Source: an optimization exercise on an open RTL-to-GDS flow (aim: small area, a short achievable clock period and few clock cycles per item). Production flows keep margins and buffers that such runs may drop.
Where RTL was checked, it was by simulation tests only, not by an equivalence proof against the original.
Function not checked in runs 2 to 6: the RTL went through the layout flow alone.
Power and IR drop assume default switching activity.

===== design/flow/design.v =====
`timescale 1ns/1ns
package blob_pkg;
  localparam int COL_W     = 11;
  localparam int ROW_W     = 11;
  localparam int MASS_W    = 21;
  localparam int MAX_OBJS  = 16;
  localparam int LABEL_W   = 4;
  localparam int MAX_RUNS  = 16;
  localparam int RUN_IDX_W = 4;
  localparam int MIN_MASS  = 8;   
  localparam int IN_DEPTH    = 3;   
  localparam int OUT_CREDITS = 4;
  localparam int CREDIT_W    = 3;
  localparam int TOKEN_W       = 23;
  localparam int TOK_EVENT_BIT = 22;
  localparam int TOK_FRAME_BIT = 0;
  localparam int TOK_START_LSB = 11;
  localparam int WORD_W = 32;
  typedef enum logic [1:0] {
    idle,
    search,
    stall_full,   
    frame_wait
  } label_state_t;
endpackage
`timescale 1ns/1ns
import blob_pkg::*;
module run_intake (
  input  logic               clk,
  input  logic               rst,
  input  logic               in_valid,
  input  logic [TOKEN_W-1:0] in_token,
  output logic               in_credit,
  output logic               tok_valid,
  output logic [TOKEN_W-1:0] tok_data,
  input  logic               tok_pop,
  input  logic               tok_done
);
  logic [TOKEN_W-1:0]  mem [IN_DEPTH];
  logic [IN_DEPTH-1:0] full;    
  logic                pop;
  assign pop       = tok_pop && full[0];
  assign tok_valid = full[0];
  assign tok_data  = mem[0];
  always_ff @(posedge clk) begin
    if (rst) begin
      full      <= '0;
      in_credit <= 1'b0;
    end else begin
      if (pop)
        full <= in_valid ? full : {1'b0, full[IN_DEPTH-1:1]};
      else if (in_valid)
        full <= {full[IN_DEPTH-2:0], 1'b1};
      in_credit <= tok_done;   
    end
  end
  always_ff @(posedge clk) begin
    for (int i = 0; i < IN_DEPTH; i++) begin
      if (pop) begin
        if (in_valid && (i == IN_DEPTH - 1 || !full[i + 1]) && full[i])
          mem[i] <= in_token;
        else if (i < IN_DEPTH - 1)
          mem[i] <= mem[(i + 1) % IN_DEPTH];
      end else if (in_valid && !full[i] && (i == 0 || full[(i + IN_DEPTH - 1) % IN_DEPTH])) begin
        mem[i] <= in_token;
      end
    end
  end
endmodule
`timescale 1ns/1ns
import blob_pkg::*;
module run_labeler (
  input  logic                clk,
  input  logic                rst,
  input  logic                tok_valid,
  input  logic [TOKEN_W-1:0]  tok_data,
  output logic                tok_pop,
  output logic                tok_done,
  output logic                a_valid,
  output logic                a_new,
  output logic [LABEL_W-1:0]  a_slot,
  output logic [COL_W-1:0]    a_start,
  output logic [COL_W-1:0]    a_end,
  output logic                a_row_end,
  output logic                a_frame_end,
  output logic                fe_take,
  output logic [LABEL_W-1:0]  fe_base,
  output logic [LABEL_W:0]    fe_count,
  input  logic                rep_busy,
  input  logic                rep_slot_busy,
  output logic [LABEL_W-1:0]  next_slot        
);
  logic [COL_W-1:0]   prev_sm1 [MAX_RUNS];
  logic [COL_W-1:0]   prev_ep1 [MAX_RUNS];
  logic [LABEL_W-1:0] prev_lab [MAX_RUNS];
  logic [COL_W-1:0]   cur_sm1  [MAX_RUNS];
  logic [COL_W-1:0]   cur_ep1  [MAX_RUNS];
  logic [LABEL_W-1:0] cur_lab  [MAX_RUNS];
  logic [RUN_IDX_W:0]  cur_cnt;
  logic [RUN_IDX_W:0]  prev_cnt;
  logic [LABEL_W:0]    next_label;    
  logic [LABEL_W-1:0]  frame_base;    
  logic               take;
  logic               is_event;
  logic               is_frame;
  logic               row_end;
  logic [COL_W-1:0]   run_start;
  logic [COL_W-1:0]   run_end;
  logic [COL_W-1:0]   run_sm1;
  logic [COL_W-1:0]   run_ep1;
  logic               hit;
  logic [LABEL_W-1:0] hit_slot;
  logic               store;
  logic               run_in;
  logic [LABEL_W-1:0] new_slot;
  logic [COL_W-1:0]    h_start;
  logic [COL_W-1:0]    h_end;
  logic [COL_W-1:0]    h_ep1 [MAX_RUNS];
  logic [MAX_RUNS-1:0] h_after;
  logic [RUN_IDX_W:0]  h_cnt;
  logic [MAX_RUNS-1:0] h_first;
  logic                s1_valid;
  logic [TOKEN_W-1:0]  s1_tok;
  logic [MAX_RUNS-1:0] s1_first;
  logic                s1_row_end;
  logic                s1_frame_end;
  logic                load;
  logic [COL_W-1:0]    first_sm1;
  logic [LABEL_W-1:0]  first_lab;
  assign h_start = tok_data[TOK_START_LSB +: COL_W];
  assign h_end   = tok_data[COL_W-1:0];
  assign s1_row_end   = s1_valid && s1_tok[TOK_EVENT_BIT] && !s1_tok[TOK_FRAME_BIT];
  assign s1_frame_end = s1_valid && s1_tok[TOK_EVENT_BIT] && s1_tok[TOK_FRAME_BIT];
  assign h_cnt = s1_frame_end ? '0 : s1_row_end ? cur_cnt : prev_cnt;
  always_comb begin
    for (int i = 0; i < MAX_RUNS; i++) begin
      h_ep1[i]   = s1_row_end ? cur_ep1[i] : prev_ep1[i];
      h_after[i] = h_ep1[i] >= h_start && (RUN_IDX_W+1)'(i) < h_cnt;
    end
    for (int i = 0; i < MAX_RUNS; i++)
      h_first[i] = h_after[i] && (i == 0 || !h_after[(i + MAX_RUNS - 1) % MAX_RUNS]);
  end
  assign load       = tok_valid && (!s1_valid || take);
  assign tok_pop    = load;
  assign tok_done   = take;
  always_ff @(posedge clk) begin
    if (rst)
      s1_valid <= 1'b0;
    else if (load || take)
      s1_valid <= load;
  end
  always_ff @(posedge clk) begin
    if (load) begin
      s1_tok   <= tok_data;
      s1_first <= h_first;
    end
  end
  assign is_event  = s1_tok[TOK_EVENT_BIT];
  assign is_frame  = s1_tok[TOK_FRAME_BIT];
  assign run_start = s1_tok[TOK_START_LSB +: COL_W];
  assign run_end   = s1_tok[COL_W-1:0];
  assign take      = s1_valid && (is_event ? !(is_frame && rep_busy) : !rep_slot_busy);
  assign row_end   = take && is_event && !is_frame;
  assign fe_take   = take && is_event && is_frame;
  assign fe_base   = frame_base;
  assign fe_count  = next_label;
  assign run_sm1 = (run_start == '0) ? '0 : run_start - 1'b1;
  assign run_ep1 = (&run_end) ? run_end : run_end + 1'b1;
  always_comb begin
    first_sm1 = '0;
    first_lab = '0;
    for (int i = 0; i < MAX_RUNS; i++) begin
      first_sm1 |= s1_first[i] ? prev_sm1[i] : '0;
      first_lab |= s1_first[i] ? prev_lab[i] : '0;
    end
  end
  assign hit      = (|s1_first) && first_sm1 <= run_end;
  assign hit_slot = first_lab;
  assign new_slot = hit ? hit_slot : next_slot;
  assign run_in   = take && !is_event && !cur_cnt[RUN_IDX_W];
  assign store    = run_in && (hit || !next_label[LABEL_W]);
  always_ff @(posedge clk) begin
    if (rst) begin
      cur_cnt     <= '0;
      prev_cnt    <= '0;
      next_label  <= '0;
      next_slot   <= '0;
      frame_base  <= '0;
      a_valid     <= 1'b0;
      a_row_end   <= 1'b0;
      a_frame_end <= 1'b0;
    end else begin
      a_valid     <= store;
      a_row_end   <= row_end;
      a_frame_end <= fe_take;
      if (fe_take) begin
        next_label <= '0;
        frame_base <= next_slot;
        cur_cnt    <= '0;
        prev_cnt   <= '0;
      end
      if (row_end) begin
        prev_cnt <= cur_cnt;
        cur_cnt  <= '0;
      end
      if (store) begin
        cur_cnt <= cur_cnt + 1'b1;
        if (!hit) begin
          next_label      <= next_label + 1'b1;
          next_slot       <= next_slot + 1'b1;
        end
      end
    end
  end
  always_ff @(posedge clk) begin
    a_new   <= !hit;
    a_slot  <= new_slot;
    a_start <= run_start;
    a_end   <= run_end;
    if (run_in) begin
      cur_sm1[cur_cnt[RUN_IDX_W-1:0]] <= run_sm1;
      cur_ep1[cur_cnt[RUN_IDX_W-1:0]] <= run_ep1;
      cur_lab[cur_cnt[RUN_IDX_W-1:0]] <= new_slot;
    end
    if (row_end) begin
      for (int i = 0; i < MAX_RUNS; i++) begin
        prev_sm1[i] <= cur_sm1[i];
        prev_ep1[i] <= cur_ep1[i];
        prev_lab[i] <= cur_lab[i];
      end
    end
  end
endmodule
`timescale 1ns/1ns
import blob_pkg::*;
module object_table (
  input  logic                clk,
  input  logic                rst,
  input  logic                a_valid,
  input  logic                a_new,
  input  logic [LABEL_W-1:0]  a_slot,
  input  logic [COL_W-1:0]    a_start,
  input  logic [COL_W-1:0]    a_end,
  input  logic                a_row_end,
  input  logic                a_frame_end,
  input  logic                fe_take,
  input  logic [LABEL_W-1:0]  fe_base,
  input  logic [LABEL_W:0]    fe_count,
  output logic                rep_busy,
  input  logic [LABEL_W-1:0]  next_slot,
  output logic                rep_slot_busy,
  input  logic                wr_ready,
  output logic                wr_valid,
  output logic [26:0]         wr_data,
  output logic                wr_last
);
  logic [MASS_W-1:0]   mass_mem  [MAX_OBJS];
  logic [COL_W-1:0]    min_x_mem [MAX_OBJS];
  logic [COL_W-1:0]    max_x_mem [MAX_OBJS];
  logic [ROW_W-1:0]    min_y_mem [MAX_OBJS];
  logic [ROW_W-1:0]    max_y_mem [MAX_OBJS];
  logic                b_valid;
  logic                b_new;
  logic [LABEL_W-1:0]  b_slot;
  logic [COL_W-1:0]    b_start;
  logic [COL_W-1:0]    b_end;
  logic [COL_W:0]      b_len;
  logic [ROW_W-1:0]    b_row;
  logic [MASS_W-1:0]   b_mass;
  logic [COL_W-1:0]    b_min_x;
  logic [COL_W-1:0]    b_max_x;
  logic [MASS_W-1:0]   mass_d;
  logic [COL_W-1:0]    min_x_d;
  logic [COL_W-1:0]    max_x_d;
  logic                a_read;
  logic [LABEL_W-1:0]  rd_addr;
  logic [MASS_W-1:0]   rd_mass;
  logic [COL_W-1:0]    rd_min_x;
  logic [COL_W-1:0]    rd_max_x;
  logic [ROW_W-1:0]    rd_min_y;
  logic [ROW_W-1:0]    rd_max_y;
  logic                fwd;
  logic                rep_on;
  logic                rep_wait;
  logic [LABEL_W-1:0]  rep_slot;
  logic [LABEL_W:0]    rep_left;
  logic [1:0]          phase;
  logic [LABEL_W:0]    rep_cnt;
  logic                rep_go;
  logic                big;
  logic [MAX_OBJS-1:0] slot_big;
  assign a_read   = a_valid && !a_new;
  assign rd_addr  = a_read ? a_slot : rep_slot;
  always_comb begin
    rd_mass  = '0;
    rd_min_x = '0;
    rd_max_x = '0;
    rd_min_y = '0;
    rd_max_y = '0;
    for (int i = 0; i < MAX_OBJS; i++) begin
      if (rd_addr == LABEL_W'(i)) begin
        rd_mass  |= mass_mem[i];
        rd_min_x |= min_x_mem[i];
        rd_max_x |= max_x_mem[i];
        rd_min_y |= min_y_mem[i];
        rd_max_y |= max_y_mem[i];
      end
    end
  end
  assign fwd      = b_valid && b_slot == a_slot;
  assign mass_d  = b_new ? MASS_W'(b_len) : b_mass + MASS_W'(b_len);
  assign min_x_d = (b_new || b_start < b_min_x) ? b_start : b_min_x;
  assign max_x_d = (b_new || b_end > b_max_x) ? b_end : b_max_x;
  always_ff @(posedge clk) begin
    if (rst) begin
      b_valid <= 1'b0;
      b_row   <= '0;
    end else begin
      b_valid <= a_valid;
      if (a_frame_end)
        b_row <= '0;
      else if (a_row_end)
        b_row <= b_row + 1'b1;
    end
  end
  always_ff @(posedge clk) begin
    b_new   <= a_new;
    b_slot  <= a_slot;
    b_start <= a_start;
    b_end   <= a_end;
    b_len   <= {1'b0, a_end} - {1'b0, a_start} + 1'b1;
    b_mass  <= fwd ? mass_d  : rd_mass;
    b_min_x <= fwd ? min_x_d : rd_min_x;
    b_max_x <= fwd ? max_x_d : rd_max_x;
  end
  always_ff @(posedge clk) begin
    for (int i = 0; i < MAX_OBJS; i++) begin
      if (b_valid && b_slot == LABEL_W'(i)) begin
        mass_mem[i]  <= mass_d;
        min_x_mem[i] <= min_x_d;
        max_x_mem[i] <= max_x_d;
        max_y_mem[i] <= b_row;
        if (b_new)
          min_y_mem[i] <= b_row;
      end
    end
  end
  assign rep_busy = rep_on;
  assign rep_slot_busy = rep_left != '0 && next_slot == rep_slot;
  always_comb begin
    for (int i = 0; i < MAX_OBJS; i++)
      slot_big[i] = mass_mem[i] > MASS_W'(MIN_MASS);
  end
  assign big      = slot_big[rep_slot];
  assign rep_go   = rep_on && !rep_wait && !a_read && wr_ready;
  assign wr_valid = rep_go && (rep_left == '0 || phase != 2'd0 || big);
  assign wr_last  = rep_left == '0;
  always_comb begin
    if (rep_left == '0)
      wr_data = 27'(rep_cnt);
    else if (phase == 2'd0)
      wr_data = 27'(rd_mass);
    else if (phase == 2'd1)
      wr_data = {rd_max_x, 5'b0, rd_min_x};
    else
      wr_data = {rd_max_y, 5'b0, rd_min_y};
  end
  always_ff @(posedge clk) begin
    if (rst) begin
      rep_on   <= 1'b0;
      rep_wait <= 1'b0;
      phase    <= '0;
      rep_cnt  <= '0;
      rep_left <= '0;
      rep_slot <= '0;
    end else begin
      rep_wait <= 1'b0;
      if (fe_take) begin
        rep_on   <= 1'b1;
        rep_wait <= 1'b1;   
        rep_slot <= fe_base;
        rep_left <= fe_count;
        rep_cnt  <= '0;
        phase    <= '0;
      end else if (rep_go) begin
        if (rep_left == '0) begin
          rep_on <= 1'b0;
        end else if (phase == 2'd0 && !big) begin
          rep_slot           <= rep_slot + 1'b1;
          rep_left           <= rep_left - 1'b1;
        end else if (phase == 2'd2) begin
          phase              <= '0;
          rep_slot           <= rep_slot + 1'b1;
          rep_left           <= rep_left - 1'b1;
          rep_cnt            <= rep_cnt + 1'b1;
        end else begin
          phase <= phase + 1'b1;
        end
      end
    end
  end
endmodule
`timescale 1ns/1ns
import blob_pkg::*;
module report_writer (
  input  logic              clk,
  input  logic              rst,
  input  logic              wr_valid,
  input  logic [26:0]       wr_data,
  input  logic              wr_last,
  output logic              wr_ready,
  output logic              out_valid,
  output logic [WORD_W-1:0] out_data,
  output logic              out_last,
  input  logic              out_credit
);
  logic [CREDIT_W-1:0] credits;
  logic [26:0]         data_q;
  assign wr_ready = (credits > CREDIT_W'(out_valid));
  assign out_data = {5'b0, data_q};
  always_ff @(posedge clk) begin
    if (rst) begin
      out_valid <= 1'b0;
      out_last  <= 1'b0;
      credits   <= CREDIT_W'(OUT_CREDITS);
    end else begin
      out_valid <= wr_valid;
      out_last  <= wr_valid && wr_last;
      credits   <= credits - CREDIT_W'(out_valid) + CREDIT_W'(out_credit);
    end
  end
  always_ff @(posedge clk)
    data_q <= wr_data;
endmodule
`timescale 1ns/1ns
import blob_pkg::*;
module blob_detector (
  input  logic               clk,
  input  logic               rst,
  input  logic               in_valid,
  input  logic [TOKEN_W-1:0] in_token,
  output logic               in_credit,
  output logic               out_valid,
  output logic [WORD_W-1:0]  out_data,
  output logic               out_last,
  input  logic               out_credit
);
  logic                tok_valid;
  logic [TOKEN_W-1:0]  tok_data;
  logic                tok_pop;
  logic                tok_done;
  logic                a_valid;
  logic                a_new;
  logic [LABEL_W-1:0]  a_slot;
  logic [COL_W-1:0]    a_start;
  logic [COL_W-1:0]    a_end;
  logic                a_row_end;
  logic                a_frame_end;
  logic                fe_take;
  logic [LABEL_W-1:0]  fe_base;
  logic [LABEL_W:0]    fe_count;
  logic                rep_busy;
  logic                rep_slot_busy;
  logic [LABEL_W-1:0]  next_slot;
  logic                wr_ready;
  logic                wr_valid;
  logic [26:0]         wr_data;
  logic                wr_last;
  run_intake u_intake (
    .clk(clk), .rst(rst), .in_valid(in_valid), .in_token(in_token),
    .in_credit(in_credit), .tok_valid(tok_valid), .tok_data(tok_data), .tok_pop(tok_pop),
    .tok_done(tok_done)
  );
  run_labeler u_labeler (
    .clk(clk), .rst(rst), .tok_valid(tok_valid), .tok_data(tok_data), .tok_pop(tok_pop),
    .tok_done(tok_done), .a_valid(a_valid), .a_new(a_new), .a_slot(a_slot), .a_start(a_start), .a_end(a_end),
    .a_row_end(a_row_end), .a_frame_end(a_frame_end),
    .fe_take(fe_take), .fe_base(fe_base), .fe_count(fe_count),
    .rep_busy(rep_busy), .rep_slot_busy(rep_slot_busy), .next_slot(next_slot)
  );
  object_table u_table (
    .clk(clk), .rst(rst), .a_valid(a_valid), .a_new(a_new), .a_slot(a_slot),
    .a_start(a_start), .a_end(a_end), .a_row_end(a_row_end),
    .a_frame_end(a_frame_end), .fe_take(fe_take), .fe_base(fe_base),
    .fe_count(fe_count), .rep_busy(rep_busy), .next_slot(next_slot),
    .rep_slot_busy(rep_slot_busy),
    .wr_ready(wr_ready), .wr_valid(wr_valid), .wr_data(wr_data), .wr_last(wr_last)
  );
  report_writer u_writer (
    .clk(clk), .rst(rst), .wr_valid(wr_valid), .wr_data(wr_data), .wr_last(wr_last),
    .wr_ready(wr_ready), .out_valid(out_valid), .out_data(out_data),
    .out_last(out_last), .out_credit(out_credit)
  );
endmodule

===== design/flow/standard.sh =====
#!/bin/bash
# synth_recipe.tcl (not shown) runs the flow's synth.tcl, then flattens the netlist and writes it again
# the make line also repeats each setting of config.mk as NAME=value (left out here)
make -C /OpenROAD-flow-scripts/flow DESIGN_CONFIG=/design/flow/config.mk WORK_HOME=/design/flow/orfs CLKGATE_MAP_FILE= SYNTH_SCRIPT=/design/flow/synth_recipe.tcl "${@:-finish}"

===== design/flow/constraint.sdc =====
create_clock -name core_clock -period 10.0 [get_ports {clk}]
set_input_delay 2.0000 -clock core_clock [delete_from_list [all_inputs] [get_ports {clk}]]
set_output_delay 2.0000 -clock core_clock [all_outputs]
set_load 0.01 [all_outputs]

===== design/flow/config.mk =====
export PLATFORM = sky130hd
export DESIGN_NAME = blob_detector
export DESIGN_NICKNAME = blob_detector
export VERILOG_FILES = /design/flow/design.v
export SDC_FILE = /design/flow/constraint.sdc
export NUM_CORES = 4
export LEC_CHECK = 0
export CAP_MARGIN = 20
export CORE_MARGIN = 2
export CORE_UTILIZATION = 40
export CTS_CLUSTER_DIAMETER = 120
export CTS_CLUSTER_SIZE = 25
export SETUP_SLACK_MARGIN = 5
export SLEW_MARGIN = 20

===== design/flow/flow/run.sh =====
#!/bin/bash
# Standard layout; repair_timing aims for 6.6 ns of setup slack (a period of 3.4000000000000004 ns).
bash standard.sh SETUP_SLACK_MARGIN=6.6 finish > standard.log 2>&1

==> results.tsv, run 1 <==
metric	value	unit
vias in the first global route	47310	
GRT overflow	0	
Yosys reg bits	2181	
Reg2Reg Capture Point	u_labeler.cur_lab[11][2]	
total leakage power	31.36	nW
H-tree depth	3	
full die area	214400	sq um
Crit Path Max Fanout	8	
Register-to-Register Path Depth	17	
dpl hpwl	141200	um
Pwr per Cell Area	169.0	nW/um^2
# clock sinks	2181	
Area contributors post-synth	edfxtp_1 (70%), dfxtp_1 (5.3%), ha_1 (3.8%)	
Rows	168	
Critical R2R Launch	u_labeler.s1_first[0]	
DIE WIDTH	463.0	um
Synth Warn #	15	
Post-synth EDFFs	1957	
top cell family by delay on the critical path	buffers and inverters	
most frequent cell after synthesis	edfxtp_1	
Routed Antenna Nets	0	
setup TNS	0	ns
core footprint	209600	sq um
R2R setup slack	6.37	ns
Max Cap Violations	0	
Total Routing Usage GR	21.79	%
drc violations	0	
Clock Pin Slew Worst Setup and Hold Paths	0.10	ns
maximum clock insertion buffer count	3	
Hold Path Class	reg -> reg	
Yosys top cell by area	edfxtp_1	
Inserted Clock Buffers	98	
Slowest-stage cell, CP	edfxtp_1	
Critical Path Source Type	flip-flop	
synthesis-to-layout area growth	13.70	%
crit share post-route	36.30	%
initial antenna violation count	11	
worst skew pair latency	0.80	ns
initial core utilization	40.21	%
Fmax achieved	0.2755	GHz
status	timing/DRC/antenna clean	
met2 routed WL	113800	um
Final #Nets	5660	
synth cell count leaders	edfxtp_1 (1957), a22oi_1 (413), ha_1 (256)	
critical path type	reg -> reg	
Routed wire per std cell	29.32	um
hold_sp	u_labeler.a_end[5]	
Yosys cell types	84	
Buf+Inv Stages, Crit Path	7	
Worst setup startpoint	u_labeler.s1_first[0]	
IO Port Bufs	56	
main flop type after synthesis	edfxtp_1	
first-pass GRT wire length	342100	um
largest net degree at the start of global routing	85	
final hold vios	0	
Top Layer Used	met4	
Crit path depth	17	
Routed WL	242400	um
GP Congestion	0.8752	
Pins Over Slew Limit	0	
hold endpoint	u_table.b_end[5]	
top-area cell type share of the netlist area	69.74	%
M1 wire length	98950	um
Critical Path, Cell by Cell	buf_12, buf_6, a22o_1, a221oi_2, nand4_1, ha_1, nand4_1, buf_4, nor3_4, a211oi_2, buf_4, nor2_4, buf_6, buf_8, nor2_4, a41oi_4, clkbuf_16	
VDD IR max	0.1791	mV
CP arrival	4.26	ns
drt pass-1 iters	9	
Worst Tran Pin Value	1.184	ns
Hold Crit Depth	0	
number of vias per cell	5.929	
Ports	62	
register area share after synthesis	75.06	%
Iter 0 DRT Violations	6618	
critical path capture point type	flip-flop	
Mapped Cells	5117	
final setup skew	0.05101	ns
Avg Inst Size Synth	16.47	sq um
Die Height	463.0	um
Final Setup Violations	0	
WHS	0.3415	ns
Root Driver	clkbuf_16	
CP peak stage delay	0.44	ns
CTS tree	done	
post-synthesis async set-or-reset flop share	0	%
cell area after synthesis	84260	sq um
layout cell share with drive strength beyond 1	18.30	%
WL met3	20910	um
Slew headroom	21.04	%
Period minus WS final	3.630	ns
via count	49010	
RSZ-0062 raised after global routing	yes	
WP data required	10.63	ns
logic make-up (layout without fill, tap and decap cells):
logic type      after synthesis  in the layout  synth area share, %
flops                      2181           2181                75.06
compound gates             1123           1124                9.861
simple gates                904            914                5.489
buf+inv                     323            649                1.586
mux                         263            263                3.470
fa+ha+maj                   259            259                3.872
xor+xnor                     63             63               0.6548
other cells                   1              8             0.004450
power by group:
group,internal (mW),total [mW],switching (mW)
clock network,1.94,4.76,2.81
registers,10.1,10.2,0.105
logic,0.435,1.22,0.787
total,12.5,16.2,3.71
worst reg2reg max path: cells and delay by family (launching register included):
family | cells | cell delay, ns
compound gates | 4 | 0.78
simple gates | 5 | 0.76
fa+ha+maj | 1 | 0.38
buf+inv | 7 | 1.11
flops | 1 | 0.44
layer usage:
layer	vias up	global-route usage (%)
met5	-	0
met4	0	6.848
met1	25120	30.13
met2	2462	35.48
li1	21020	-
met3	416	3.233
layout make-up:
type / instances / area (sq um)
Sequential cell: 2181 / 63330
Inverter: 91 / 356.6
Clock inverter: 8 / 122.6
Fill cell: 18050 / 113800
Tap cell: 2805 / 3510
Antenna cell: 3 / 7.507
Multi-Input combinational cell: 2628 / 21610
Timing Repair Buffer: 374 / 4065
Clock buffer: 176 / 2809
registers in the layout, summed over array words and instances, names as in the netlist, 12 cells and up:
| name | count |
|---|---|
| u_table.mass_mem | 336 |
| u_labeler.cur_ep1 | 176 |
| u_labeler.cur_sm1 | 176 |
| u_labeler.prev_ep1 | 176 |
| u_labeler.prev_sm1 | 176 |
| u_table.max_x_mem | 176 |
| u_table.max_y_mem | 176 |
| u_table.min_x_mem | 176 |
| u_table.min_y_mem | 176 |
| u_intake.mem | 69 |
| u_labeler.cur_lab | 64 |
| u_labeler.prev_lab | 64 |
| u_writer.data_q | 27 |
| u_labeler.s1_tok | 23 |
| u_table.b_mass | 21 |
| u_labeler.s1_first | 16 |
| u_table.b_len | 12 |
how the worst max path moves through the flow:
stage	end	slack, ns
after CTS	u_labeler.cur_lab[2][1]	6.48
after global placement	u_intake.mem[0][19]	5.06
after floorplan	u_labeler.s1_first[15]	5.92
after detailed placement	u_labeler.s1_first[15]	5.22
final	u_labeler.cur_lab[11][2]	6.37
after global routing	u_labeler.cur_lab[2][2]	6.26
metrics by stage:
stage | power, mW | worst slack, ns | area, sq um | util (%) | std cells
6_report | 16.19 | 6.370 | 95810 | 45.72 | 8266
5_1_grt | 16.66 | 6.259 | 95810 | 45.72 | 8264
4_1_cts | 16.19 | 6.478 | 94290 | 44.99 | 8206
3_5_place_dp | 11.48 | 5.217 | 89080 | 42.51 | 7899
3_3_place_gp | 11.46 | 5.060 | 88990 | 42.46 | 7896
2_1_floorplan | 10.99 | 5.925 | 84450 | - | 5121
cell usage in the layout, fill, tap and decap left out, types with 100 or more instances in the layout:
cell / Yosys / final
a22o_1: 112 / 112
a22oi_1: 413 / 412
buf_4: 6 / 209
clkbuf_16: 0 / 106
dfxtp_1: 224 / 193
edfxtp_1: 1957 / 1957
ha_1: 256 / 223
mux2_2: 233 / 214
nand2_1: 159 / 146
nand3_1: 104 / 100
nor2_1: 237 / 183
timing repair:
action,4_1_cts,5_1_grt
pin swaps,59,76
setup endpoints to repair,755,383
resized for setup,358,176
gates cloned,25,5
hold buffers,0,0
buffers inserted,98,52
Testbench counts, summed over its fixed seeds: cycles 12,168, tokens 11,777.
==> run 2: changes to the inputs <==
--- a/design/flow/design.v
+++ b/design/flow/design.v
@@ -126,5 +126,5 @@
   logic                s1_frame_end;
   logic                load;
-  logic [COL_W-1:0]    first_sm1;
+  logic [MAX_RUNS-1:0] starts_in;
   logic [LABEL_W-1:0]  first_lab;
   assign h_start = tok_data[TOK_START_LSB +: COL_W];
@@ -168,12 +168,11 @@
   assign run_ep1 = (&run_end) ? run_end : run_end + 1'b1;
   always_comb begin
-    first_sm1 = '0;
     first_lab = '0;
     for (int i = 0; i < MAX_RUNS; i++) begin
-      first_sm1 |= s1_first[i] ? prev_sm1[i] : '0;
-      first_lab |= s1_first[i] ? prev_lab[i] : '0;
+      starts_in[i] = prev_sm1[i] <= run_end;
+      first_lab   |= s1_first[i] ? prev_lab[i] : '0;
     end
   end
-  assign hit      = (|s1_first) && first_sm1 <= run_end;
+  assign hit      = |(s1_first & starts_in);
   assign hit_slot = first_lab;
   assign new_slot = hit ? hit_slot : next_slot;
==> design/flow/flow/run.sh (replaced) <==
#!/bin/bash
# Standard layout; repair_timing aims for 7 ns of setup slack (a period of 3 ns).
bash standard.sh SETUP_SLACK_MARGIN=7 finish > standard.log 2>&1
==> results.tsv, run 2 <==
metric	value	unit
Slew headroom	21.18	%
full die area	221500	sq um
setup TNS	0	ns
most frequent cell after synthesis	edfxtp_1	
R2R setup slack	6.46	ns
Total Power	16.77	mW
Worst Tran Pin Value	1.181	ns
core footprint	216700	sq um
most common cell after layout, fill and taps aside	edfxtp_1	
Final #Nets	6379	
top-area cell type share of the netlist area	67.47	%
drc violations	0	
Synth Warn #	15	
Hold Crit Depth	0	
max reg flops	336	
first-pass GRT wire length	370600	um
final setup skew	0.06591	ns
critical path type	reg -> reg	
Crit Path Max Fanout	8	
switching share of total power	23.99	%
crit share post-route	35.41	%
status	timing/DRC/antenna clean	
Reg area	63350	sq um
Area after DPL	92180	sq um
CP peak stage delay	0.43	ns
# clock sinks	2181	
VDD IR max	0.1530	mV
Critical Path, Cell by Cell	clkinvlp_4, buf_8, buf_6, ha_4, nand4_1, or3_1, a21boi_1, a32o_2, a2111oi_4, buf_6, nor2b_4, buf_12, nor3_4, a21oi_4, buf_6	
DIE WIDTH	470.6	um
post-synthesis async set-or-reset flop share	0	%
Iter 0 DRT Violations	7683	
Avg Inst Size Synth	15.87	sq um
synth cell count leaders	edfxtp_1 (1957), ha_1 (421), a22oi_1 (419)	
Routed WL	265200	um
Yosys reg bits	2181	
Reg2Reg Capture Point	u_labeler.cur_lab[15][3]	
Final Setup Violations	0	
RSZ-0062 raised after global routing	yes	
via count	53170	
part of the power in registers	61.7	%
Pwr per Cell Area	164.6	nW/um^2
number of vias per cell	5.995	
switching pwr	4.022	mW
Period minus WS final	3.541	ns
maximum clock insertion buffer count	3	
largest net degree at the start of global routing	168	
CP arrival	4.06	ns
hold_sp	u_labeler.a_start[0]	
total leakage power	34.50	nW
multi-input combinational cell area	25690	sq um
Routed Antenna Nets	0	
Yosys cell types	91	
power share of the clock group	28.6	%
M1 GR Usage	31.62	%
IO Port Bufs	56	
Comb power frac	9.7	%
Die Height	470.6	um
final hold vios	0	
dpl hpwl	148800	um
worst skew pair latency	0.80	ns
Clock Pin Slew Worst Setup and Hold Paths	0.11	ns
synthesis-to-layout area growth	16.97	%
Rows	171	
Design Area, Final	101900	sq um
Slowest-stage cell, CP	or3_1	
Hold Path Class	reg -> reg	
cell area after synthesis	87100	sq um
Total Routing Usage GR	22.99	%
Root Driver	clkbuf_16	
critical path capture point type	flip-flop	
Top Usage Layer GRT	met2	
Max Cap Violations	0	
met3 usage	3.537	%
Yosys top cell by area	edfxtp_1	
Routed wire per std cell	29.90	um
most frequent cells in the layout	edfxtp_1 (1957), a22oi_1 (419), ha_1 (367)	
Largest Register	u_table.mass_mem	
H-tree depth	3	
vias in the first global route	51670	
CTS tree	done	
drt pass-1 iters	7	
initial antenna violation count	11	
Area contributors post-synth	edfxtp_1 (67%), ha_1 (6.0%), dfxtp_1 (5.1%)	
Ports	62	
Critical R2R Launch	u_labeler.s1_tok[10]	
WP data required	10.52	ns
GRT overflow	0	
Pint	12.74	mW
Mapped Cells	5490	
Register-to-Register Path Depth	15	
Post-synth EDFFs	1957	
met2 Track Usage GR	37.06	%
layout cell share with drive strength beyond 1	21.19	%
GP Congestion	0.9107	
Critical Path Source Type	flip-flop	
main flop type after synthesis	edfxtp_1	
initial core utilization	40.19	%
Fmax achieved	0.2824	GHz
register area share after synthesis	72.62	%
Pins Over Slew Limit	0	
Top cell by count, worst path	buf_6	
hold endpoint	u_table.b_start[0]	
filler cell count	18270	
Inserted Clock Buffers	98	
-- run 2: worst max-delay path by stage --
| stage | from | end | cells past startpoint |
|---|---|---|---|
| after floorplan | u_labeler.s1_tok[0] | u_labeler.s1_first[15] | 15 |
| after global placement | u_labeler.s1_tok[1] | u_labeler.cur_lab[0][0] | 12 |
| after CTS | u_labeler.s1_tok[0] | u_labeler.s1_first[9] | 17 |
| after detailed placement | u_labeler.s1_tok[1] | u_labeler.cur_lab[2][0] | 12 |
| final | u_labeler.s1_tok[10] | u_labeler.cur_lab[15][3] | 15 |
| after global routing | u_labeler.s1_tok[5] | u_labeler.next_label[3] | 15 |
-- run 2: logic make-up after synthesis --
group / Yosys count / share of synthesized area (%)
buffers and inverters: 324 / 1.549
flip-flops: 2181 / 72.62
other: 1 / 0.004305
adder cells (fa/ha/maj): 424 / 6.117
XOR/XNOR: 67 / 0.6737
AND/OR/NAND/NOR: 1102 / 6.397
AO/OA/AOI/OAI: 1120 / 9.192
multiplexers: 271 / 3.450
-- run 2: area by class of cell --
type	instances	share of cell area [%]
clock buffer	177	2.719
multi-input combinational	3024	25.22
timing repair buffer	504	5.744
clock inverter	7	0.1179
tap	2854	3.505
inverter	119	0.5048
antenna	4	0.009825
sequential	2181	62.18
-- run 2: metrics by stage --
| stage | worst slack, ns | cells | utilization [%] | hold WS, ns |
|---|---|---|---|---|
| CTS | 6.552 | 8772 | 46.14 | 0.4008 |
| detailed placement | 4.918 | 8316 | 42.53 | 0.3796 |
| floorplan | 5.661 | 5494 | - | 0.3308 |
| global placement | 4.951 | 8314 | 42.50 | 0.3778 |
| global route | 6.436 | 8867 | 47.00 | 0.3955 |
| finish | 6.459 | 8870 | 47.01 | 0.3753 |
-- run 2: power groups by stage --
stage / registers (mW) / clock network (mW) / logic (mW)
3_5_place_dp: 10.6 / 0 / 1.36
4_1_cts: 10.3 / 4.85 / 1.54
5_1_grt: 10.4 / 5.14 / 1.75
2_1_floorplan: 10.5 / 0 / 0.800
6_report: 10.3 / 4.79 / 1.63
3_3_place_gp: 10.6 / 0 / 1.33
-- run 2: repair_timing --
action | CTS | global route
resized for setup | 584 | 180
cloned | 54 | 7
pin swaps | 150 | 130
setup endpoints to repair | 1534 | 1002
hold buffers | 0 | 0
setup buffers | 218 | 87
-- run 2: worst max-delay path: cells and delay by family (launching register included) --
family | cells | cell delay (ns)
buffers and inverters | 6 | 1.06
and+or+nand+nor | 4 | 1.06
AOI/OAI and AO/OA | 4 | 0.47
DFF | 1 | 0.41
adders and majority gates | 1 | 0.26
-- run 2: per-layer routing --
layer  wire length (um)  vias up
met1             106600    27330
met2             124800     2702
met4               9459        2
met5                  9        -
li1                   -    22680
met3              24350      462
==> run 3: changes to the inputs <==
--- a/design/flow/design.v
+++ b/design/flow/design.v
@@ -122,10 +122,14 @@
   logic                s1_valid;
   logic [TOKEN_W-1:0]  s1_tok;
-  logic [MAX_RUNS-1:0] s1_first;
+  logic                s1_any;
+  logic [COL_W-1:0]    s1_sm1;
+  logic [LABEL_W-1:0]  s1_lab;
+  logic [COL_W-1:0]    h_sm1_prev;
+  logic [COL_W-1:0]    h_sm1_cur;
+  logic [LABEL_W-1:0]  h_lab_prev;
+  logic [LABEL_W-1:0]  h_lab_cur;
   logic                s1_row_end;
   logic                s1_frame_end;
   logic                load;
-  logic [MAX_RUNS-1:0] starts_in;
-  logic [LABEL_W-1:0]  first_lab;
   assign h_start = tok_data[TOK_START_LSB +: COL_W];
   assign h_end   = tok_data[COL_W-1:0];
@@ -141,4 +145,16 @@
       h_first[i] = h_after[i] && (i == 0 || !h_after[(i + MAX_RUNS - 1) % MAX_RUNS]);
   end
+  always_comb begin
+    h_sm1_prev = '0;
+    h_sm1_cur  = '0;
+    h_lab_prev = '0;
+    h_lab_cur  = '0;
+    for (int i = 0; i < MAX_RUNS; i++) begin
+      h_sm1_prev |= h_first[i] ? prev_sm1[i] : '0;
+      h_sm1_cur  |= h_first[i] ? cur_sm1[i]  : '0;
+      h_lab_prev |= h_first[i] ? prev_lab[i] : '0;
+      h_lab_cur  |= h_first[i] ? cur_lab[i]  : '0;
+    end
+  end
   assign load       = tok_valid && (!s1_valid || take);
   assign tok_pop    = load;
@@ -153,5 +169,7 @@
     if (load) begin
       s1_tok   <= tok_data;
-      s1_first <= h_first;
+      s1_any   <= |h_first;
+      s1_sm1   <= s1_row_end ? h_sm1_cur : h_sm1_prev;
+      s1_lab   <= s1_row_end ? h_lab_cur : h_lab_prev;
     end
   end
@@ -167,13 +185,6 @@
   assign run_sm1 = (run_start == '0) ? '0 : run_start - 1'b1;
   assign run_ep1 = (&run_end) ? run_end : run_end + 1'b1;
-  always_comb begin
-    first_lab = '0;
-    for (int i = 0; i < MAX_RUNS; i++) begin
-      starts_in[i] = prev_sm1[i] <= run_end;
-      first_lab   |= s1_first[i] ? prev_lab[i] : '0;
-    end
-  end
-  assign hit      = |(s1_first & starts_in);
-  assign hit_slot = first_lab;
+  assign hit      = s1_any && s1_sm1 <= run_end;
+  assign hit_slot = s1_lab;
   assign new_slot = hit ? hit_slot : next_slot;
   assign run_in   = take && !is_event && !cur_cnt[RUN_IDX_W];
==> results.tsv, run 3 <==
metric	value	unit
status	timing/DRC/antenna clean	
final setup skew	0.09697	ns
drc violations	0	
switching share of total power	23.14	%
Max Cap Violations	0	
Pint	12.51	mW
GRT overflow	0	
Crit Path Max Fanout	30	
Crit path depth	17	
hold-fix buffers at CTS	0	
Pwr per Cell Area	159.8	nW/um^2
Critical Path Source Type	flip-flop	
core footprint	214000	sq um
setup TNS	0	ns
via count	55790	
WHS	0.3670	ns
Critical R2R Launch	u_labeler.s1_tok[0]	
R2R setup slack	5.80	ns
Routed wire per std cell	30.18	um
Register-to-Register Path Depth	17	
CP arrival	4.73	ns
top-area cell type share of the netlist area	68.41	%
Worst setup startpoint	u_labeler.s1_tok[0]	
Iter 0 DRT Violations	8225	
layout cell share with drive strength beyond 1	19.11	%
Routed WL	277900	um
WP data required	10.53	ns
Fmax achieved	0.2384	GHz
Area contributors post-synth	edfxtp_1 (68%), dfxtp_1 (5.2%), a22oi_1 (4.8%)	
Root Driver	clkbuf_16	
VDD IR max	0.1694	mV
top cell family by delay on the critical path	compound AO/OA/AOI/OAI gates	
register area share after synthesis	73.63	%
Avg Inst Size Synth	14.63	sq um
main flop type after synthesis	edfxtp_1	
most frequent cells in the layout	edfxtp_1 (1957), nand2_1 (907), a22oi_1 (500)	
dpl hpwl	147900	um
Worst Tran Pin Value	1.162	ns
Routed Antenna Nets	0	
Slew headroom	22.44	%
switching pwr	3.768	mW
Die Height	467.4	um
power share of the clock group	29.4	%
worst skew pair latency	0.82	ns
Comb power frac	8.0	%
Post-synth EDFFs	1957	
Final #Nets	6574	
Critical Path End	u_labeler.s1_sm1[5]	
CTS tree	done	
RSZ-0062 raised after global routing	yes	
GP Congestion	0.8811	
Reg2Reg Capture Point	u_labeler.s1_sm1[5]	
Slowest-stage cell, CP	a2111o_1	
drt pass-1 iters	8	
Hold Path Class	reg -> reg	
first-pass GRT wire length	384000	um
Pins Over Slew Limit	0	
Design Area, Final	101900	sq um
number of vias per cell	6.059	
max reg flops	336	
post-synthesis async set-or-reset flop share	0	%
vias in the first global route	52150	
Final Setup Violations	0	
Buf+Inv Stages, Crit Path	5	
Period minus WS final	4.195	ns
Yosys top cell by area	edfxtp_1	
Total Routing Usage GR	24.36	%
Area after DPL	91010	sq um
maximum clock insertion buffer count	3	
synth cell count leaders	edfxtp_1 (1957), nand2_1 (949), a22oi_1 (548)	
Yosys reg bits	2181	
Largest Register	u_table.mass_mem	
Total Power	16.28	mW
critical path type	reg -> reg	
critical path capture point type	flip-flop	
Yosys cell types	84	
dpl ws	4.133	ns
largest net degree at the start of global routing	175	
IO Port Bufs	56	
Final WS setup	5.805	ns
Mapped Cells	5870	
initial antenna violation count	8	
CP peak stage delay	0.43	ns
DIE WIDTH	467.4	um
most common cell after layout, fill and taps aside	edfxtp_1	
synthesis-to-layout area growth	18.61	%
Clock Pin Slew Worst Setup and Hold Paths	0.10	ns
part of the power in registers	62.6	%
Synth Warn #	15	
Ports	62	
full die area	218500	sq um
Critical Path, Cell by Cell	buf_6, or2_4, buf_4, inv_16, nand2_1, nand2_1, ha_1, a2111o_1, a211oi_2, nor3_4, nor3b_4, buf_12, buf_4, a222oi_1, nand3_1, a2111oi_2, a32oi_1	
crit share post-route	41.95	%
Inserted Clock Buffers	98	
initial core utilization	40.15	%
Rows	170	
cell area after synthesis	85910	sq um
most frequent cell after synthesis	edfxtp_1	
final hold vios	0	
H-tree depth	3	
# clock sinks	2181	
total leakage power	34.89	nW
-- run 3: how the worst min path moves through the flow --
| stage | start | to | slack (ns) | depth (start not counted) |
|---|---|---|---|---|
| final | u_labeler.a_end[5] | u_table.b_end[5] | 0.37 | 0 |
| after CTS | u_labeler.a_end[5] | u_table.b_end[5] | 0.37 | 0 |
| after detailed placement | u_labeler.a_end[5] | u_table.b_end[5] | 0.35 | 0 |
| after global routing | u_labeler.a_end[5] | u_table.b_end[5] | 0.38 | 0 |
| after floorplan | u_labeler.a_end[1] | u_table.b_end[1] | 0.33 | 0 |
| after global placement | u_labeler.a_end[10] | u_table.b_end[10] | 0.35 | 0 |
-- run 3: cell type report --
type | count | area [sq um]
Antenna cell | 6 | 15.01
Clock inverter | 8 | 187.7
Sequential cell | 2181 | 63310
Inverter | 125 | 503.0
Clock buffer | 168 | 2758
Timing Repair Buffer | 565 | 6965
Timing Repair inverter | 5 | 78.83
Tap cell | 2838 | 3551
Multi-Input combinational cell | 3312 | 24520
Fill cell | 18240 | 112100
-- run 3: cells by family after synthesis --
group / synth area share (%)
AOI/OAI and AO/OA: 10.10
xor gates and xnor gates: 0.7137
adders and majority gates: 3.798
buffers and inverters: 1.756
DFF: 73.63
muxes: 1.353
other: 0.004365
and+or+nand+nor: 8.649
-- run 3: worst reg2reg max path, cell delays in order (launching register included) --
cell and delay, ns:
edfxtp_1 0.39, buf_6 0.13, or2_4 0.35, buf_4 0.23, inv_16 0.16, nand2_1 0.08, nand2_1 0.10, ha_1 0.25
a2111o_1 0.43, a211oi_2 0.32, nor3_4 0.11, nor3b_4 0.21, buf_12 0.17, buf_4 0.15, a222oi_1 0.22, nand3_1 0.14
a2111oi_2 0.34, a32oi_1 0.16
-- run 3: what timing repair did --
action                     in CTS  in global routing
setup buffers                 196                115
pin swaps                     132                163
gates resized for setup       639                251
gates cloned                   53                 11
setup endpoints to repair    1430               1013
-- run 3: routing by layer --
metal,GRT usage (%),vias to the layer above,routed length (um)
li1,-,23570,-
met1,34.01,28260,110200
met2,38.17,3439,126000
met3,4.538,522,29560
met4,8.500,2,12130
met5,0,-,13
-- run 3: stage by stage --
step	util, %	instances
CTS	46.44	9076
detailed placement	42.53	8651
global placement	42.50	8649
finish	47.62	9208
floorplan	-	5874
global route	47.61	9204
-- run 3: power groups by stage --
stage / clock [mW] / combinational [mW] / sequential [mW]
after floorplan: 0 / 0.613 / 10.4
after global placement: 0 / 1.00 / 10.4
after detailed placement: 0 / 1.02 / 10.4
after CTS: 4.84 / 1.21 / 10.2
after global routing: 5.13 / 1.39 / 10.2
final: 4.78 / 1.31 / 10.2
==> run 4: changes to the inputs <==
--- a/design/flow/design.v
+++ b/design/flow/design.v
@@ -134,6 +134,4 @@
   assign h_start = tok_data[TOK_START_LSB +: COL_W];
   assign h_end   = tok_data[COL_W-1:0];
-  assign s1_row_end   = s1_valid && s1_tok[TOK_EVENT_BIT] && !s1_tok[TOK_FRAME_BIT];
-  assign s1_frame_end = s1_valid && s1_tok[TOK_EVENT_BIT] && s1_tok[TOK_FRAME_BIT];
   assign h_cnt = s1_frame_end ? '0 : s1_row_end ? cur_cnt : prev_cnt;
   always_comb begin
@@ -161,8 +159,13 @@
   assign tok_done   = take;
   always_ff @(posedge clk) begin
-    if (rst)
-      s1_valid <= 1'b0;
-    else if (load || take)
-      s1_valid <= load;
+    if (rst) begin
+      s1_valid     <= 1'b0;
+      s1_row_end   <= 1'b0;
+      s1_frame_end <= 1'b0;
+    end else if (load || take) begin
+      s1_valid     <= load;
+      s1_row_end   <= load && tok_data[TOK_EVENT_BIT] && !tok_data[TOK_FRAME_BIT];
+      s1_frame_end <= load && tok_data[TOK_EVENT_BIT] && tok_data[TOK_FRAME_BIT];
+    end
   end
   always_ff @(posedge clk) begin
==> results.tsv, run 4 <==
metric	value	unit
status	timing/DRC/antenna clean	
worst skew pair latency	0.81	ns
Worst Tran Pin Value	1.122	ns
Final #Nets	6081	
Total Routing Usage GR	23.32	%
Critical Path Source Type	flip-flop	
Iter 0 DRT Violations	7494	
drc violations	0	
Crit Path Max Fanout	31	
DP Cell Count	8283	
post-synthesis mux area share	3.533	%
Synth Warn #	15	
final hold vios	0	
Cell Count, Final, Fillers Out	8713	
initial core utilization	40.17	%
via count	52850	
Rows	170	
Fmax achieved	0.2686	GHz
most common cell after layout, fill and taps aside	edfxtp_1	
xor and xnor area share after synthesis	0.6719	%
Yosys top cell by area	edfxtp_1	
GP Congestion	0.8789	
register area share after synthesis	73.57	%
CTS tree	done	
RSZ-0062 raised after global routing	yes	
Inserted Clock Buffers	97	
core footprint	214200	sq um
Period minus WS final	3.723	ns
synth cell count leaders	edfxtp_1 (1957), a22oi_1 (482), nand2_1 (356)	
most frequent cells in the layout	edfxtp_1 (1957), a22oi_1 (458), nand2_1 (338)	
Final Setup Violations	0	
Ports	62	
Mapped Cells	5485	
main flop type after synthesis	edfxtp_1	
maximum clock insertion buffer count	3	
Pwr per Cell Area	161.9	nW/um^2
VDD IR max	0.1452	mV
# clock sinks	2183	
Avg Inst Size Synth	15.68	sq um
initial antenna violation count	9	
Root Driver	clkbuf_16	
Reg area	63380	sq um
max reg flops	336	
drt pass-1 iters	6	
crit share post-route	37.23	%
Post-synth EDFFs	1957	
DIE WIDTH	467.8	um
Area contributors post-synth	edfxtp_1 (68%), dfxtp_1 (5.3%), a22oi_1 (4.2%)	
top-area cell type share of the netlist area	68.31	%
critical path capture point type	flip-flop	
largest family of logic cells by synthesized area	compound AO/OA/AOI/OAI gates	
Max Cap Violations	0	
vias in the first global route	50650	
IO Port Bufs	56	
Routed WL	268700	um
Pins Over Slew Limit	0	
first-pass GRT wire length	369300	um
number of vias per cell	6.066	
Core Util, Final	46.67	%
Critical R2R Launch	u_labeler.s1_row_end	
critical path type	reg -> reg	
Clock Pin Slew Worst Setup and Hold Paths	0.11	ns
Slew headroom	25.14	%
H-tree depth	3	
layout cell share with drive strength beyond 1	20.39	%
WP data required	10.55	ns
full die area	218800	sq um
post-synthesis simple-gate area fraction	6.177	%
WHS	0.3415	ns
post-synthesis async set-or-reset flop share	0	%
total leakage power	33.21	nW
cell area after synthesis	86030	sq um
Post-Synth Adder-Cell Area	3.793	%
dpl hpwl	149700	um
Yosys reg bits	2183	
CP arrival	4.27	ns
Die Height	467.8	um
Routed wire per std cell	30.84	um
final setup skew	0.03997	ns
setup TNS	0	ns
largest net degree at the start of global routing	184	
synthesis-to-layout area growth	16.19	%
GRT overflow	0	
multi-input combinational cell area	23850	sq um
Synth Area in Compound Gates	10.48	%
Routed Antenna Nets	0	
Largest Register	u_table.mass_mem	
Yosys cell types	92	
Hold Path Class	reg -> reg	
filler cell count	18070	
most frequent cell after synthesis	edfxtp_1	
Worst setup startpoint	u_labeler.s1_row_end	
hold_sp	u_labeler.a_end[5]	
-- run 4: cell count changes in the layout (fill, tap and decap cells not counted), moves of 22 or more --
cell | previous run | this run
a22o_1 | 26 | 57
a22oi_1 | 500 | 458
mux2_2 | 72 | 228
a22oi_2 | 49 | 24
a221oi_1 | 23 | 48
o2111ai_1 | 4 | 26
buf_4 | 287 | 209
nand2_1 | 907 | 338
nor2_1 | 161 | 227
o21ai_0 | 81 | 46
-- run 4: area by class of cell --
class / instances / area share (%)
Sequential cell: 2183 / 63.41
Multi-Input combinational cell: 2929 / 23.86
Timing Repair Buffer: 451 / 5.808
Tap cell: 2838 / 3.552
Clock buffer: 166 / 2.687
Inverter: 133 / 0.5145
Clock inverter: 9 / 0.1540
Antenna cell: 4 / 0.01001
-- run 4: cells by family after synthesis --
logic type               Yosys count
AO/OA/AOI/OAI                   1209
XOR/XNOR                          66
adder cells (fa/ha/maj)          259
buffers and inverters            384
flip-flops                      2183
multiplexers                     274
other                              1
AND/OR/NAND/NOR                 1109
-- run 4: report_power, final --
part	internal (mW)	switching (mW)	total (mW)
sequential	10.1	0.104	10.2
clock	1.87	2.85	4.72
combinational	0.451	0.798	1.25
-- run 4: timing repair --
item,in CTS,in global routing
setup endpoints to repair,1647,1004
resized for setup,595,175
cloned,30,21
setup buffers,143,57
pin swaps,86,57
hold buffers,0,0
-- run 4: path summary, 6_finish.rpt --
| check | to | slack [ns] | depth (start not counted) |
|---|---|---|---|
| setup reg to reg | u_labeler.s1_lab[2] | 6.28 | 14 |
| hold / removal | u_table.b_end[5] | 0.34 | 0 |
| hold reg to reg | u_table.b_end[5] | 0.34 | 0 |
| setup / recovery | u_labeler.s1_lab[2] | 6.28 | 14 |
-- run 4: critical path: stages (launching register included) --
cell and delay (ns):
dfxtp_4 0.43, buf_12 0.18, buf_16 0.17, mux2_2 0.35, ha_1 0.31, nand2_1 0.09, o21ai_4 0.20, a41oi_2 0.19
a31oi_4 0.49, nor3_4 0.08, buf_8 0.20, a22o_1 0.24, a221oi_2 0.19, nor3b_2 0.21, a31oi_1 0.06
-- run 4: stage by stage --
stage	total power, mW	setup WS, ns	cell area, sq um
2_1_floorplan	11.02	2.518	86660
3_3_place_gp	11.47	5.040	91130
3_5_place_dp	11.50	4.937	91190
4_1_cts	16.18	6.312	98060
5_1_grt	16.64	6.171	99950
6_report	16.18	6.277	99960
-- run 4: per-layer routing --
layer	part of all wire [%]	GRT usage (%)	vias up	routed length (um)
met3	9.3	3.674	444	24900
met1	40	31.87	27000	107100
met2	47	37.55	2998	125800
li1	-	-	22410	-
met4	4.1	8.719	2	10910
met5	0.0048	0	-	13
==> run 5: changes to the inputs <==
--- a/design/flow/design.v
+++ b/design/flow/design.v
@@ -134,4 +134,6 @@
   assign h_start = tok_data[TOK_START_LSB +: COL_W];
   assign h_end   = tok_data[COL_W-1:0];
+  assign s1_row_end   = s1_valid && s1_tok[TOK_EVENT_BIT] && !s1_tok[TOK_FRAME_BIT];
+  assign s1_frame_end = s1_valid && s1_tok[TOK_EVENT_BIT] && s1_tok[TOK_FRAME_BIT];
   assign h_cnt = s1_frame_end ? '0 : s1_row_end ? cur_cnt : prev_cnt;
   always_comb begin
@@ -159,13 +161,8 @@
   assign tok_done   = take;
   always_ff @(posedge clk) begin
-    if (rst) begin
-      s1_valid     <= 1'b0;
-      s1_row_end   <= 1'b0;
-      s1_frame_end <= 1'b0;
-    end else if (load || take) begin
-      s1_valid     <= load;
-      s1_row_end   <= load && tok_data[TOK_EVENT_BIT] && !tok_data[TOK_FRAME_BIT];
-      s1_frame_end <= load && tok_data[TOK_EVENT_BIT] && tok_data[TOK_FRAME_BIT];
-    end
+    if (rst)
+      s1_valid <= 1'b0;
+    else if (load || take)
+      s1_valid <= load;
   end
   always_ff @(posedge clk) begin
==> design/flow/flow/run.sh (replaced) <==
#!/bin/bash
# Standard layout; repair_timing aims for 7.5 ns of setup slack (a period of 2.5 ns).
bash standard.sh SETUP_SLACK_MARGIN=7.5 finish > standard.log 2>&1
==> results.tsv, run 5 <==
metric	value	unit
status	timing/DRC/antenna clean	
Slowest-stage cell, CP	a2111oi_4	
GRT overflow	0	
Die Height	467.4	um
critical path type	reg -> reg	
final setup skew	0.08738	ns
Routed wire per std cell	32.80	um
Iter 0 DRT Violations	9673	
DIE WIDTH	467.4	um
RSZ-0062 raised after global routing	yes	
VDD IR max	0.1807	mV
Final Setup Violations	0	
Pwr per Cell Area	151.1	nW/um^2
critical path capture point type	flip-flop	
core footprint	214000	sq um
Inserted Clock Buffers	99	
Pins Over Slew Limit	0	
Clock Pin Slew Worst Setup and Hold Paths	0.11	ns
worst skew pair latency	0.84	ns
top-area cell type share of the netlist area	68.41	%
Yosys reg bits	2181	
Slew headroom	14.59	%
Ports	62	
Root Driver	clkbuf_16	
first-pass GRT wire length	416000	um
Worst setup startpoint	u_labeler.s1_tok[0]	
main flop type after synthesis	edfxtp_1	
most common cell after layout, fill and taps aside	edfxtp_1	
H-tree depth	3	
Area after DPL	91060	sq um
top cell family by delay on the critical path	compound AO/OA/AOI/OAI gates	
largest net degree at the start of global routing	94	
cell area after synthesis	85910	sq um
Crit Path Max Fanout	10	
number of vias per cell	6.250	
Buf+Inv Stages, Crit Path	3	
post-synthesis async set-or-reset flop share	0	%
vias in the first global route	55650	
R2R setup slack	5.71	ns
final hold vios	0	
Total Routing Usage GR	26.64	%
Max Cap Violations	0	
GP Congestion	0.8597	
dpl hpwl	148700	um
# clock sinks	2181	
Critical R2R Launch	u_labeler.s1_tok[0]	
synth cell count leaders	edfxtp_1 (1957), nand2_1 (949), a22oi_1 (548)	
Yosys top cell by area	edfxtp_1	
Final WS setup	5.707	ns
Post-synth EDFFs	1957	
initial core utilization	40.15	%
most frequent cells in the layout	edfxtp_1 (1957), nand2_1 (816), a22oi_1 (391)	
Design Area, Final	111400	sq um
Hold Path Class	reg -> reg	
Core Util, Final	52.04	%
CP peak stage delay	0.69	ns
Critical Path, Cell by Cell	buf_12, buf_12, buf_4, and4b_1, a2111oi_4, nand3_1, nor3_4, nor2_2, a221o_1, a221o_1, a2111oi_4, a32oi_1	
Avg Inst Size Synth	14.63	sq um
register area share after synthesis	73.63	%
Reg2Reg Capture Point	u_labeler.s1_sm1[5]	
via count	60260	
drc violations	0	
drt pass-1 iters	8	
Final #Nets	7011	
Mapped Cells	5870	
Largest Register	u_table.mass_mem	
dpl ws	3.835	ns
CP arrival	4.83	ns
Rows	170	
synthesis-to-layout area growth	29.63	%
Total Power	16.82	mW
IO Port Bufs	56	
Synth Warn #	15	
hold-fix buffers at CTS	0	
maximum clock insertion buffer count	3	
Routed WL	316200	um
initial antenna violation count	7	
total leakage power	38.68	nW
Register-to-Register Path Depth	12	
Critical Path End	u_labeler.s1_sm1[5]	
layout cell share with drive strength beyond 1	30.54	%
Yosys cell types	84	
crit share post-route	42.93	%
Routed Antenna Nets	0	
full die area	218500	sq um
CTS tree	done	
most frequent cell after synthesis	edfxtp_1	
Worst Tran Pin Value	1.281	ns
Period minus WS final	4.293	ns
max reg flops	336	
Area contributors post-synth	edfxtp_1 (68%), dfxtp_1 (5.2%), a22oi_1 (4.8%)	
WP data required	10.54	ns
setup TNS	0	ns
Fmax achieved	0.2330	GHz
Critical Path Source Type	flip-flop	
Crit path depth	12	
run 5: cell type report:
cell class | instances | area [sq um]
repair buffers | 968 | 13250
clock inverters | 10 | 211.5
diodes | 5 | 12.51
clock buffers | 164 | 2721
inverters | 125 | 523.0
fillers | 17000 | 102600
flip-flops and latches | 2181 | 63370
repair inverters | 7 | 95.09
multi-input cells | 3343 | 27630
well taps | 2838 | 3551
run 5: power breakdown:
part	internal [mW]	switching (mW)	total (mW)	leakage, nW
registers	10.1	0.120	10.2	19.7
clock network	1.93	2.95	4.87	1.39
logic	0.731	0.998	1.73	17.6
total	12.8	4.07	16.8	38.7
run 5: per-stage QoR:
step                std cells  hold slack, ns
floorplan                5874          0.3308
global placement         8648          0.3396
detailed placement       8654          0.3396
CTS                      9396          0.3580
global route             9638          0.3669
finish                   9641          0.3591
run 5: worst min-delay path by stage:
stage	startpoint	end	slack, ns	cells past startpoint
final	u_labeler.a_start[10]	u_table.b_start[10]	0.36	0
after CTS	u_labeler.a_start[10]	u_table.b_start[10]	0.36	0
after floorplan	u_labeler.a_end[1]	u_table.b_end[1]	0.33	0
after detailed placement	u_labeler.a_start[10]	u_table.b_start[10]	0.34	0
after global placement	u_labeler.a_end[7]	u_table.b_end[7]	0.34	0
after global routing	u_labeler.a_end[5]	u_table.b_end[5]	0.37	0
run 5: what timing repair did:
action / 4_1_cts / 5_1_grt
gates cloned: 123 / 65
pin swaps: 331 / 351
setup buffers: 445 / 175
setup endpoints to repair: 2583 / 1597
resized for setup: 1326 / 630
run 5: cell families (layout without fill, tap and decap cells):
group / count (synthesis) / in the layout / share of synthesized area, %
mux: 107 / 127 / 1.353
compound gates: 1195 / 1201 / 10.10
other cells: 1 / 10 / 0.004365
flops: 2181 / 2181 / 73.63
xor+xnor: 70 / 70 / 0.7137
buf+inv: 392 / 1274 / 1.756
simple gates: 1665 / 1681 / 8.649
fa+ha+maj: 259 / 259 / 3.798
run 5: per-layer routing:
metal	wire length [um]	global-route usage, %	up-vias
met2	140500	41.15	4517
met5	13	0	-
met1	114600	35.78	30290
li1	-	-	24530
met3	40160	5.410	916
met4	20920	13.39	2
==> run 6: changes to the inputs <==
--- a/design/flow/design.v
+++ b/design/flow/design.v
@@ -122,18 +122,12 @@
   logic                s1_valid;
   logic [TOKEN_W-1:0]  s1_tok;
-  logic                s1_any;
-  logic [COL_W-1:0]    s1_sm1;
-  logic [LABEL_W-1:0]  s1_lab;
-  logic [COL_W-1:0]    h_sm1_prev;
-  logic [COL_W-1:0]    h_sm1_cur;
-  logic [LABEL_W-1:0]  h_lab_prev;
-  logic [LABEL_W-1:0]  h_lab_cur;
+  logic [MAX_RUNS-1:0] s1_first;
   logic                s1_row_end;
   logic                s1_frame_end;
   logic                load;
+  logic [COL_W-1:0]    first_sm1;
+  logic [LABEL_W-1:0]  first_lab;
   assign h_start = tok_data[TOK_START_LSB +: COL_W];
   assign h_end   = tok_data[COL_W-1:0];
-  assign s1_row_end   = s1_valid && s1_tok[TOK_EVENT_BIT] && !s1_tok[TOK_FRAME_BIT];
-  assign s1_frame_end = s1_valid && s1_tok[TOK_EVENT_BIT] && s1_tok[TOK_FRAME_BIT];
   assign h_cnt = s1_frame_end ? '0 : s1_row_end ? cur_cnt : prev_cnt;
   always_comb begin
@@ -145,31 +139,22 @@
       h_first[i] = h_after[i] && (i == 0 || !h_after[(i + MAX_RUNS - 1) % MAX_RUNS]);
   end
-  always_comb begin
-    h_sm1_prev = '0;
-    h_sm1_cur  = '0;
-    h_lab_prev = '0;
-    h_lab_cur  = '0;
-    for (int i = 0; i < MAX_RUNS; i++) begin
-      h_sm1_prev |= h_first[i] ? prev_sm1[i] : '0;
-      h_sm1_cur  |= h_first[i] ? cur_sm1[i]  : '0;
-      h_lab_prev |= h_first[i] ? prev_lab[i] : '0;
-      h_lab_cur  |= h_first[i] ? cur_lab[i]  : '0;
-    end
-  end
   assign load       = tok_valid && (!s1_valid || take);
   assign tok_pop    = load;
   assign tok_done   = take;
   always_ff @(posedge clk) begin
-    if (rst)
-      s1_valid <= 1'b0;
-    else if (load || take)
-      s1_valid <= load;
+    if (rst) begin
+      s1_valid     <= 1'b0;
+      s1_row_end   <= 1'b0;
+      s1_frame_end <= 1'b0;
+    end else if (load || take) begin
+      s1_valid     <= load;
+      s1_row_end   <= load && tok_data[TOK_EVENT_BIT] && !tok_data[TOK_FRAME_BIT];
+      s1_frame_end <= load && tok_data[TOK_EVENT_BIT] && tok_data[TOK_FRAME_BIT];
+    end
   end
   always_ff @(posedge clk) begin
     if (load) begin
       s1_tok   <= tok_data;
-      s1_any   <= |h_first;
-      s1_sm1   <= s1_row_end ? h_sm1_cur : h_sm1_prev;
-      s1_lab   <= s1_row_end ? h_lab_cur : h_lab_prev;
+      s1_first <= h_first;
     end
   end
@@ -185,6 +170,14 @@
   assign run_sm1 = (run_start == '0) ? '0 : run_start - 1'b1;
   assign run_ep1 = (&run_end) ? run_end : run_end + 1'b1;
-  assign hit      = s1_any && s1_sm1 <= run_end;
-  assign hit_slot = s1_lab;
+  always_comb begin
+    first_sm1 = '0;
+    first_lab = '0;
+    for (int i = 0; i < MAX_RUNS; i++) begin
+      first_sm1 |= s1_first[i] ? prev_sm1[i] : '0;
+      first_lab |= s1_first[i] ? prev_lab[i] : '0;
+    end
+  end
+  assign hit      = (|s1_first) && first_sm1 <= run_end;
+  assign hit_slot = first_lab;
   assign new_slot = hit ? hit_slot : next_slot;
   assign run_in   = take && !is_event && !cur_cnt[RUN_IDX_W];
==> design/flow/flow/run.sh (replaced) <==
#!/bin/bash
# Standard layout; repair_timing aims for 6.8 ns of setup slack (a period of 3.2 ns).
bash standard.sh SETUP_SLACK_MARGIN=6.8 finish > standard.log 2>&1
==> results.tsv, run 6 <==
metric	value	unit
RSZ-0062 raised after global routing	yes	
final setup skew	0.03635	ns
crit share post-route	35.73	%
GRT overflow	0	
DIE WIDTH	463.9	um
multi-input combinational cell area	21800	sq um
initial antenna violation count	16	
CP peak stage delay	0.46	ns
full die area	215200	sq um
# clock sinks	2183	
synth cell count leaders	edfxtp_1 (1957), a22oi_1 (377), ha_1 (256)	
Hold Crit Depth	0	
Max Cap Violations	0	
Area contributors post-synth	edfxtp_1 (69%), dfxtp_1 (5.3%), ha_1 (3.8%)	
Rows	168	
Routed Antenna Nets	0	
total leakage power	31.86	nW
VDD IR max	0.1591	mV
Total Power	16.13	mW
Yosys cell types	82	
DP Cell Count	7969	
Yosys reg bits	2183	
Inserted Clock Buffers	97	
Worst setup startpoint	u_labeler.s1_first[1]	
dpl hpwl	146100	um
register area share after synthesis	74.80	%
Final Setup Violations	0	
R2R setup slack	6.43	ns
IO Port Bufs	56	
Ports	62	
Period minus WS final	3.573	ns
Avg Inst Size Synth	16.27	sq um
WP data required	10.53	ns
Routed wire per std cell	30.70	um
Slowest-stage cell, CP	ha_1	
CP arrival	4.11	ns
worst skew pair latency	0.80	ns
most frequent cell after synthesis	edfxtp_1	
Fmax achieved	0.2798	GHz
setup TNS	0	ns
Top cell by count, worst path	buf_12	
filler cell count	17770	
Largest Register	u_table.mass_mem	
hold endpoint	u_table.b_start[9]	
Reg2Reg Capture Point	u_labeler.cur_lab[10][3]	
top-area cell type share of the netlist area	69.45	%
H-tree depth	3	
drt pass-1 iters	10	
Clock Pin Slew Worst Setup and Hold Paths	0.11	ns
status	timing/DRC/antenna clean	
Synth Warn #	15	
synthesis-to-layout area growth	14.43	%
Pins Over Slew Limit	0	
Slew headroom	20.04	%
core footprint	210000	sq um
post-synthesis async set-or-reset flop share	0	%
Hold Path Class	reg -> reg	
hold_sp	u_labeler.a_start[9]	
hold-fix buffers at CTS	0	
cell area after synthesis	84610	sq um
Worst Tran Pin Value	1.199	ns
largest net degree at the start of global routing	194	
Pwr per Cell Area	166.6	nW/um^2
Critical Path Source Type	flip-flop	
CTS tree	done	
critical path type	reg -> reg	
max reg flops	336	
main flop type after synthesis	edfxtp_1	
Mapped Cells	5202	
critical path capture point type	flip-flop	
Reg area	63390	sq um
GP Congestion	0.8956	
most common cell after layout, fill and taps aside	edfxtp_1	
Total Routing Usage GR	22.76	%
Root Driver	clkbuf_16	
most frequent cells in the layout	edfxtp_1 (1957), a22oi_1 (377), ha_1 (253)	
Final #Nets	5786	
Critical Path, Cell by Cell	buf_12, a22o_1, a221oi_2, nand4_1, ha_1, nand3_2, and2_1, o21bai_1, a21oi_2, a211oi_2, or2_4, buf_4, o21ai_4, buf_12	
Routed WL	257700	um
Cell Count, Final, Fillers Out	8394	
maximum clock insertion buffer count	3	
WHS	0.3645	ns
drc violations	0	
Iter 0 DRT Violations	7337	
Post-synth EDFFs	1957	
initial core utilization	40.29	%
first-pass GRT wire length	355400	um
via count	50530	
final hold vios	0	
layout cell share with drive strength beyond 1	18.82	%
Die Height	463.9	um
Critical R2R Launch	u_labeler.s1_first[1]	
number of vias per cell	6.020	
vias in the first global route	48150	
Yosys top cell by area	edfxtp_1	
Crit Path Max Fanout	16	
Register-to-Register Path Depth	14	
run 6: cell count changes in the layout (fill, tap and decap cells not counted), sizes merged, moves of 33 or more:
cell	change
a22o	+95
mux2	+139
nand2	-737
nor4	-36
inv	-33
buf	-526
a22oi	-172
nand3	+36
run 6: what timing repair did:
action                     4_1_cts  5_1_grt
setup endpoints to repair     1334     1385
cloned                          21       20
buffers inserted               124       71
resized for setup              478      143
pin swaps                       70       65
run 6: layout make-up:
type | count | share of cell area (%)
Timing Repair inverter | 2 | 0.01292
Tap cell | 2805 | 3.625
Sequential cell | 2183 | 65.47
Multi-Input combinational cell | 2701 | 22.52
Clock buffer | 176 | 2.867
Clock inverter | 7 | 0.09304
Antenna cell | 5 | 0.01292
Inverter | 97 | 0.3954
Timing Repair Buffer | 418 | 5.010
run 6: power breakdown:
part | internal [mW] | leakage, nW | total (mW) | switching [mW]
Sequential | 10.1 | 19.7 | 10.2 | 0.110
Combinational | 0.432 | 10.8 | 1.18 | 0.745
Clock | 1.91 | 1.36 | 4.74 | 2.83
run 6: metal layers:
layer	global-route usage [%]	up-vias	wire, um	share of wire (%)
li1	-	21330	-	-
met1	31.11	25790	102500	40
met2	36.17	2845	118400	46
met3	4.142	543	24720	9.6
met4	8.711	12	11930	4.6
met5	0	-	90	0.035
run 6: cell families after synthesis:
family          synth area share, %
simple gates                  5.761
other cells                0.004432
flops                         74.80
buf+inv                       1.612
fa+ha+maj                     3.857
xor+xnor                     0.6728
mux                           3.573
compound gates                9.721
run 6: worst max path at each step:
| stage | end | slack (ns) | depth (start not counted) |
|---|---|---|---|
| finish | u_labeler.cur_lab[10][3] | 6.43 | 14 |
| global route | u_labeler.cur_lab[10][3] | 6.33 | 15 |
| CTS | u_labeler.cur_lab[10][1] | 6.46 | 16 |
| detailed placement | u_writer.data_q[9] | 4.95 | 11 |
| global placement | u_writer.data_q[9] | 5.14 | 11 |
| floorplan | u_labeler.prev_ep1[0][0] | 2.51 | 5 |
run 6: per-stage QoR:
stage,utilization [%],area (sq um),setup slack [ns]
after floorplan,-,84850,2.508
after global placement,42.56,89380,5.140
after detailed placement,42.63,89520,4.946
after CTS,45.30,95120,6.455
after global routing,46.11,96820,6.333
final,46.11,96830,6.427
run 6: critical path, delay by kind of cell, from the launching register on:
family / cells / cell delay (ns)
AO/OA/AOI/OAI: 6 / 1.03
adder cells (fa/ha/maj): 1 / 0.46
buffers and inverters: 3 / 0.49
flip-flops: 1 / 0.45
AND/OR/NAND/NOR: 4 / 0.85

Re-timed with assumed drivers on the ports (clkbuf_16 on the clock, buf_2 on other inputs), run 6 has 6.427 ns of setup slack against 6.427 ns with ideal ports, and 5.650 ns once port delays also move by the mid clock arrival of 0.869 ns.
